Background: an optimization exercise with open tools, aiming at small area, a short achievable clock period and few clock cycles per item. Do not read the settings as production practice. RTL that was checked went through simulation tests only; none was proved equivalent to the original.

==> job 7132 <==
// dft_stage
module dft_stage (
    input  logic          clk_i,
    input  logic          rst_n_i,
    input  logic          in_valid_i,
    input  logic [127:0]  in_group_i,
    input  logic [79:0]   twiddles_i,
    output logic          in_credit_o,
    output logic          out_valid_o,
    output logic [127:0]  out_group_o,
    input  logic          out_credit_i
);
clock: 10.0 ns
lec_check: 0
cap_margin: 20
core_margin: 2
core_utilization: 50
slew_margin: 20
standard.sh (not shown) runs the stock make flow with config.mk's settings and CLKGATE_MAP_FILE= SYNTH_SCRIPT=/design/flow/synth_recipe.tcl, a recipe that flattens the netlist after the stock synthesis.
==> flow/flow/run.sh <==
#!/bin/bash
set -euo pipefail
MARGIN=6.5
sed 's|"\${@:-finish}"|SETUP_SLACK_MARGIN='"$MARGIN"' "${@:-finish}"|' standard.sh > standard_margin.sh
grep -q "SETUP_SLACK_MARGIN=$MARGIN" standard_margin.sh
bash standard_margin.sh finish > flow.log 2>&1
==> job 5318 (differences from job 7132) <==
--- a/flow/design.v
+++ b/flow/design.v
@@ -895,31 +895,32 @@
 module dft_group_scaler (
     input  logic           clk_i,
     input  logic           rst_n_i,
     input  logic           in_valid_i,
     input  logic [127:0]   in_group_i,
     input  logic [79:0]    twiddles_i,
+    input  logic           hold_i,
     output logic           valid_o,
     output logic [59:0]    ha_o,
     output logic [59:0]    hb_o
 );
     logic odd_q;        
     logic odd_arr;
     logic even_arr;
-    logic [3:0] v_q;    
+    logic [2:0] v_q;    
     logic [2:0] o_q;    
     assign odd_arr  = in_valid_i & odd_q;
     assign even_arr = in_valid_i & ~odd_q;
     always_ff @(posedge clk_i or negedge rst_n_i) begin
         if (!rst_n_i) begin
             odd_q <= 1'b0;
             v_q   <= '0;
             o_q   <= '0;
         end else begin
             if (in_valid_i) odd_q <= ~odd_q;
-            v_q <= {v_q[2:0], in_valid_i};
+            v_q <= {v_q[1:0], in_valid_i};
             o_q <= {o_q[1:0], odd_arr};
         end
     end
     logic [119:0] enc;
     for (genvar k = 0; k < 4; k++) begin : g_enc
         dft_booth_enc i_enc_re (.t_i(twiddles_i[20*k+10 +: 10]), .enc_o(enc[30*k+15 +: 15]));
@@ -929,29 +930,27 @@
     logic [123:0] in_b;
     logic [123:0] t_a_q;    
     logic [123:0] t_b_q;    
     assign in_a = {in_group_i[0*32 +: 32], enc[0*30 +: 30], in_group_i[2*32 +: 32], enc[2*30 +: 30]};
     assign in_b = {in_group_i[1*32 +: 32], enc[1*30 +: 30], in_group_i[3*32 +: 32], enc[3*30 +: 30]};
     always_ff @(posedge clk_i) begin
-        if (odd_arr) t_b_q <= in_b;
+        t_b_q <= in_b;
         t_a_q <= odd_arr ? in_a : t_b_q;
     end
     logic [55:0] e_a_q;
     logic [55:0] e_b1_q;
     logic [55:0] e_b2_q;
     logic [55:0] sh_a;
     logic [55:0] sh_b;
     assign sh_a = {in_group_i[0*32+18 +: 14], in_group_i[0*32+2 +: 14],
                    in_group_i[2*32+18 +: 14], in_group_i[2*32+2 +: 14]};
-    assign sh_b = {in_group_i[1*32+18 +: 14], in_group_i[1*32+2 +: 14],
-                   in_group_i[3*32+18 +: 14], in_group_i[3*32+2 +: 14]};
+    assign sh_b = {t_b_q[123 -: 14], t_b_q[107 -: 14],
+                   t_b_q[61 -: 14],  t_b_q[45 -: 14]};
     always_ff @(posedge clk_i) begin
-        if (even_arr) begin
-            e_a_q  <= sh_a;
-            e_b1_q <= sh_b;
-        end
+        if (even_arr) e_a_q <= sh_a;
+        e_b1_q <= sh_b;
         e_b2_q <= e_b1_q;
     end
     logic [149:0] cs_d [2];
     logic [149:0] cs_q [2];
     logic [59:0]  prod;
     for (genvar l = 0; l < 2; l++) begin : g_mul
@@ -971,87 +970,156 @@
             .im_r1  (cs_d[l][49:25]),
             .im_r2  (cs_d[l][24:0])
         );
         always_ff @(posedge clk_i) begin
             cs_q[l] <= cs_d[l];
         end
-        assign re_sum = cs_q[l][149:125] + cs_q[l][124:100] + cs_q[l][99:75];
-        assign im_sum = cs_q[l][74:50] + cs_q[l][49:25] + cs_q[l][24:0];
+        logic [24:0] re_x, re_y, im_x, im_y;
+        logic [24:0] re_a, re_b, re_c, im_a, im_b, im_c;
+        assign re_a = cs_q[l][149:125];
+        assign re_b = cs_q[l][124:100];
+        assign re_c = cs_q[l][99:75];
+        assign im_a = cs_q[l][74:50];
+        assign im_b = cs_q[l][49:25];
+        assign im_c = cs_q[l][24:0];
+        assign re_x = re_a ^ re_b ^ re_c;
+        assign re_y = {(re_a[23:0] & re_b[23:0]) | (re_a[23:0] & re_c[23:0]) | (re_b[23:0] & re_c[23:0]), 1'b0};
+        assign im_x = im_a ^ im_b ^ im_c;
+        assign im_y = {(im_a[23:0] & im_b[23:0]) | (im_a[23:0] & im_c[23:0]) | (im_b[23:0] & im_c[23:0]), 1'b0};
+        dft_bk_add #(.W(25)) i_re_add (.a_i(re_x), .b_i(re_y), .ci_i(1'b0), .s_o(re_sum));
+        dft_bk_add #(.W(25)) i_im_add (.a_i(im_x), .b_i(im_y), .ci_i(1'b0), .s_o(im_sum));
         assign prod[59 - 30*l -: 30] = {re_sum[24:10], im_sum[24:10]};
     end
     logic [59:0] ev_a;
     logic [59:0] ev_b;
     for (genvar k = 0; k < 4; k++) begin : g_widen
         assign ev_a[15*k +: 15] = {e_a_q[14*k+13], e_a_q[14*k +: 14]};
         assign ev_b[15*k +: 15] = {e_b2_q[14*k+13], e_b2_q[14*k +: 14]};
     end
     logic [59:0] m_a_q;
     logic [59:0] m_a2_q;
     logic [59:0] m_b_q;
+    logic        m_valid_q;
     always_ff @(posedge clk_i) begin
-        m_a_q  <= o_q[1] ? prod : ev_a;
-        m_b_q  <= o_q[2] ? prod : ev_b;
-        m_a2_q <= m_a_q;
+        m_a_q <= o_q[1] ? prod : ev_a;
+        if (!hold_i) begin
+            m_b_q  <= o_q[2] ? prod : ev_b;
+            m_a2_q <= m_a_q;
+        end
+    end
+    always_ff @(posedge clk_i or negedge rst_n_i) begin
+        if (!rst_n_i) begin
+            m_valid_q <= 1'b0;
+        end else if (!hold_i) begin
+            m_valid_q <= v_q[2];
+        end
     end
-    assign valid_o = v_q[3];
+    assign valid_o = m_valid_q;
     assign ha_o    = m_a2_q;
     assign hb_o    = m_b_q;
 endmodule
 `timescale 1ns/10ps
+module dft_bk_add #(
+    parameter int W = 16
+) (
+    input  logic [W-1:0] a_i,
+    input  logic [W-1:0] b_i,
+    input  logic         ci_i,
+    output logic [W-1:0] s_o
+);
+    localparam int L = $clog2(W);
+    logic [W-1:0] p0;
+    logic [W-1:0] g0;
+    logic [W-1:0] gs [2*L];
+    logic [W-1:0] ps [2*L];
+    assign p0 = a_i ^ b_i;
+    assign g0 = a_i & b_i;
+    assign gs[0] = {g0[W-1:1], g0[0] | (p0[0] & ci_i)};
+    assign ps[0] = p0;
+    for (genvar l = 0; l < L; l++) begin : g_up
+        for (genvar i = 0; i < W; i++) begin : g_bit
+            if ((i + 1) % (1 << (l + 1)) == 0) begin : g_op
+                assign gs[l+1][i] = gs[l][i] | (ps[l][i] & gs[l][i-(1<<l)]);
+                assign ps[l+1][i] = ps[l][i] & ps[l][i-(1<<l)];
+            end else begin : g_pass
+                assign gs[l+1][i] = gs[l][i];
+                assign ps[l+1][i] = ps[l][i];
+            end
+        end
+    end
+    for (genvar l = L - 2; l >= 0; l--) begin : g_down
+        for (genvar i = 0; i < W; i++) begin : g_bit
+            if ((i + 1) % (1 << (l + 1)) == (1 << l) && i >= (1 << (l + 1))) begin : g_op
+                assign gs[2*L-1-l][i] = gs[2*L-2-l][i] | (ps[2*L-2-l][i] & gs[2*L-2-l][i-(1<<l)]);
+                assign ps[2*L-1-l][i] = ps[2*L-2-l][i] & ps[2*L-2-l][i-(1<<l)];
+            end else begin : g_pass
+                assign gs[2*L-1-l][i] = gs[2*L-2-l][i];
+                assign ps[2*L-1-l][i] = ps[2*L-2-l][i];
+            end
+        end
+    end
+    assign s_o = p0 ^ {gs[2*L-1][W-2:0], ci_i};
+endmodule
 module dft_butterfly (
     input  logic [59:0] pair_i,
     output logic [31:0] sum_o,
     output logic [31:0] diff_o
 );
-    logic signed [15:0] x_re, x_im, y_re, y_im;
-    assign x_re = 16'($signed(pair_i[59:45]));
-    assign x_im = 16'($signed(pair_i[44:30]));
-    assign y_re = 16'($signed(pair_i[29:15]));
-    assign y_im = 16'($signed(pair_i[14:0]));
-    assign sum_o  = {x_re + y_re, x_im + y_im};
-    assign diff_o = {x_re - y_re, x_im - y_im};
+    logic [15:0] x_re, x_im, y_re, y_im;
+    assign x_re = {pair_i[59], pair_i[59:45]};
+    assign x_im = {pair_i[44], pair_i[44:30]};
+    assign y_re = {pair_i[29], pair_i[29:15]};
+    assign y_im = {pair_i[14], pair_i[14:0]};
+    dft_bk_add #(.W(16)) i_sum_re  (.a_i(x_re), .b_i(y_re),  .ci_i(1'b0), .s_o(sum_o[31:16]));
+    dft_bk_add #(.W(16)) i_sum_im  (.a_i(x_im), .b_i(y_im),  .ci_i(1'b0), .s_o(sum_o[15:0]));
+    dft_bk_add #(.W(16)) i_diff_re (.a_i(x_re), .b_i(~y_re), .ci_i(1'b1), .s_o(diff_o[31:16]));
+    dft_bk_add #(.W(16)) i_diff_im (.a_i(x_im), .b_i(~y_im), .ci_i(1'b1), .s_o(diff_o[15:0]));
 endmodule
 `timescale 1ns/10ps
 module dft_credit_buffer (
     input  logic           clk_i,
     input  logic           rst_n_i,
     input  logic           in_valid_i,
     input  logic           wr_valid_i,
     input  logic [127:0]   wr_group_i,
     input  logic           out_credit_i,
     output logic           out_valid_o,
     output logic [127:0]   out_group_o,
+    output logic           wr_hold_o,
     output logic           in_credit_o
 );
     localparam int DEPTH = 4;
-    localparam int RING  = DEPTH - 1;
+    localparam int RING  = DEPTH - 2;
     logic [127:0] mem_q [RING];
-    logic [1:0]   wr_ptr_q;
-    logic [1:0]   rd_ptr_q;
+    logic         wr_ptr_q;
+    logic         rd_ptr_q;
     logic [1:0]   ring_fill_q;   
     logic         head_q;        
     logic [127:0] out_q;
     logic [2:0]   sink_q;        
     logic [2:0]   up_q;          
     logic [3:0]   room_q;
     logic         valid_q;
     logic         pop;
     logic         head_free;     
     logic         to_head;       
     logic         from_ring;     
     logic         ring_wr;
+    logic         ring_space;    
     logic         head_next;
     logic [2:0]   sink_next;
     logic [2:0]   up_dec;
     logic [3:0]   room_inc;
     logic         ret;
     assign pop       = valid_q;
     assign head_free = !head_q || pop;
     assign from_ring = head_free && (ring_fill_q != '0);
     assign to_head   = head_free && (ring_fill_q == '0) && wr_valid_i;
-    assign ring_wr   = wr_valid_i && !to_head;
+    assign ring_space = (ring_fill_q != 2'(RING)) || from_ring;
+    assign ring_wr   = wr_valid_i && !to_head && ring_space;
+    assign wr_hold_o = wr_valid_i && !to_head && !ring_space;
     assign head_next = (head_q && !pop) || from_ring || to_head;
     assign sink_next = sink_q + 3'(out_credit_i) - 3'(pop);
     assign out_valid_o = valid_q;
     assign out_group_o = out_q;
     assign up_dec   = up_q - 3'(in_valid_i);
     assign room_inc = room_q + 4'(out_credit_i);
@@ -1073,14 +1141,14 @@
             valid_q     <= 1'b0;
             sink_q      <= 3'(4);
             up_q        <= 3'(4);
             room_q      <= 4'(DEPTH);
             in_credit_o <= 1'b0;
         end else begin
-            if (ring_wr)   wr_ptr_q <= (wr_ptr_q == 2'(RING - 1)) ? '0 : wr_ptr_q + 1'b1;
-            if (from_ring) rd_ptr_q <= (rd_ptr_q == 2'(RING - 1)) ? '0 : rd_ptr_q + 1'b1;
+            if (ring_wr)   wr_ptr_q <= ~wr_ptr_q;
+            if (from_ring) rd_ptr_q <= ~rd_ptr_q;
             ring_fill_q <= ring_fill_q + 2'(ring_wr) - 2'(from_ring);
             head_q      <= head_next;
             valid_q     <= head_next && (sink_next != '0);
             sink_q      <= sink_next;
             up_q        <= up_dec + 3'(ret);
             room_q      <= room_inc - 4'(ret);
@@ -1098,32 +1166,35 @@
     output logic          in_credit_o,
     output logic          out_valid_o,
     output logic [127:0]  out_group_o,
     input  logic          out_credit_i
 );
     logic        h_valid;
+    logic        h_hold;
     logic [59:0] ha;
     logic [59:0] hb;
     dft_group_scaler i_scaler (
         .clk_i      (clk_i),
         .rst_n_i    (rst_n_i),
         .in_valid_i (in_valid_i),
         .in_group_i (in_group_i),
         .twiddles_i (twiddles_i),
+        .hold_i     (h_hold),
         .valid_o    (h_valid),
         .ha_o       (ha),
         .hb_o       (hb)
     );
     logic [31:0] sum0, diff0, sum1, diff1;
     dft_butterfly i_bf_a (.pair_i(ha), .sum_o(sum0), .diff_o(diff0));
     dft_butterfly i_bf_b (.pair_i(hb), .sum_o(sum1), .diff_o(diff1));
     dft_credit_buffer i_buffer (
         .clk_i        (clk_i),
         .rst_n_i      (rst_n_i),
         .in_valid_i   (in_valid_i),
         .wr_valid_i   (h_valid),
+        .wr_hold_o    (h_hold),
         .wr_group_i   ({sum0, sum1, diff0, diff1}),
         .out_credit_i (out_credit_i),
         .out_valid_o  (out_valid_o),
         .out_group_o  (out_group_o),
         .in_credit_o  (in_credit_o)
     );
==> flow/config.mk (replaced) <==
export PLATFORM = sky130hd
export DESIGN_NAME = dft_stage
export DESIGN_NICKNAME = dft_stage
export VERILOG_FILES = /design/flow/design.v
export SDC_FILE = /design/flow/constraint.sdc
export NUM_CORES = 4
export LEC_CHECK = 0
export CAP_MARGIN = 20
export CORE_MARGIN = 2
export CORE_UTILIZATION = 60
export SLEW_MARGIN = 20
==> comparison table <==
item                                                                      job 5318      job 7132
Result of the run                                 no timing/DRC/antenna violations  no timing/DRC/antenna violations
Part of the Yosys area used for sequential elements                          44.0%         45.7%
Number of fillers in the final layout                                        8,804        13,112
Fraction of the mapped netlist area in compound gates                        10.7%         11.9%
Number of signal-net inverters in the final layout                             750           753
Slew margin rel.                                                             24.2%         15.1%
Initial antenna violation count                                                 21            10
Count of placed standard cells in the final layout, fillers left out         7,858         9,093
Synth Net Count                                                              7,136         7,808
Netlist area before placement                                         0.0714 sq mm  0.0782 sq mm
FF+latch area                                                         0.0315 sq mm  0.0359 sq mm
Placed cell areas                                                     0.0758 sq mm  0.0834 sq mm
Vertical die dimension                                                      349 um        400 um
Pin count of the biggest net entering global routing                           225           126
Arr. time, crit path                                                       4.23 ns       1.44 ns
Testbench counts of job 5318, summed over its fixed seeds: cycles 2,088, items 2,048.
No functional check of the RTL was part of job 7132.

==> separate check: timing with driven ports <==
In the flow no input, the clock included, has a driving cell. The finished layouts below were timed again as built, in two steps.
Step 1 sets driving cells, clkbuf_16 on the clock port and buf_2 on the other inputs (assumed; they add their load-dependent delay and slew).
Step 2 moves the port delays by t, midway between the first and last clock arrival at a register: inputs arrive t later, outputs are due t later. That takes back most of the time a late clock gives input paths.
Slacks: no drivers / after step 1 / after step 2; pairs: no drivers / after step 1.
run | t (ns) | setup slack, ns | hold slack, ns | worst setup path after step 2 | worst slew at a driven data input, ns
job 7132 | 0.865 | 6.563 / 6.480 / 5.897 | 0.320 / 0.320 / 0.320 | input to register | 0.20
job 5318 | 0.851 | 6.296 / 6.296 / 5.867 | 0.314 / 0.314 / 0.314 | input to register | 0.17
After both steps setup and hold are still met in every run listed. The setup slack of job 7132, which loses most, moves by -0.083 ns with the drivers and by -0.666 ns with both steps.
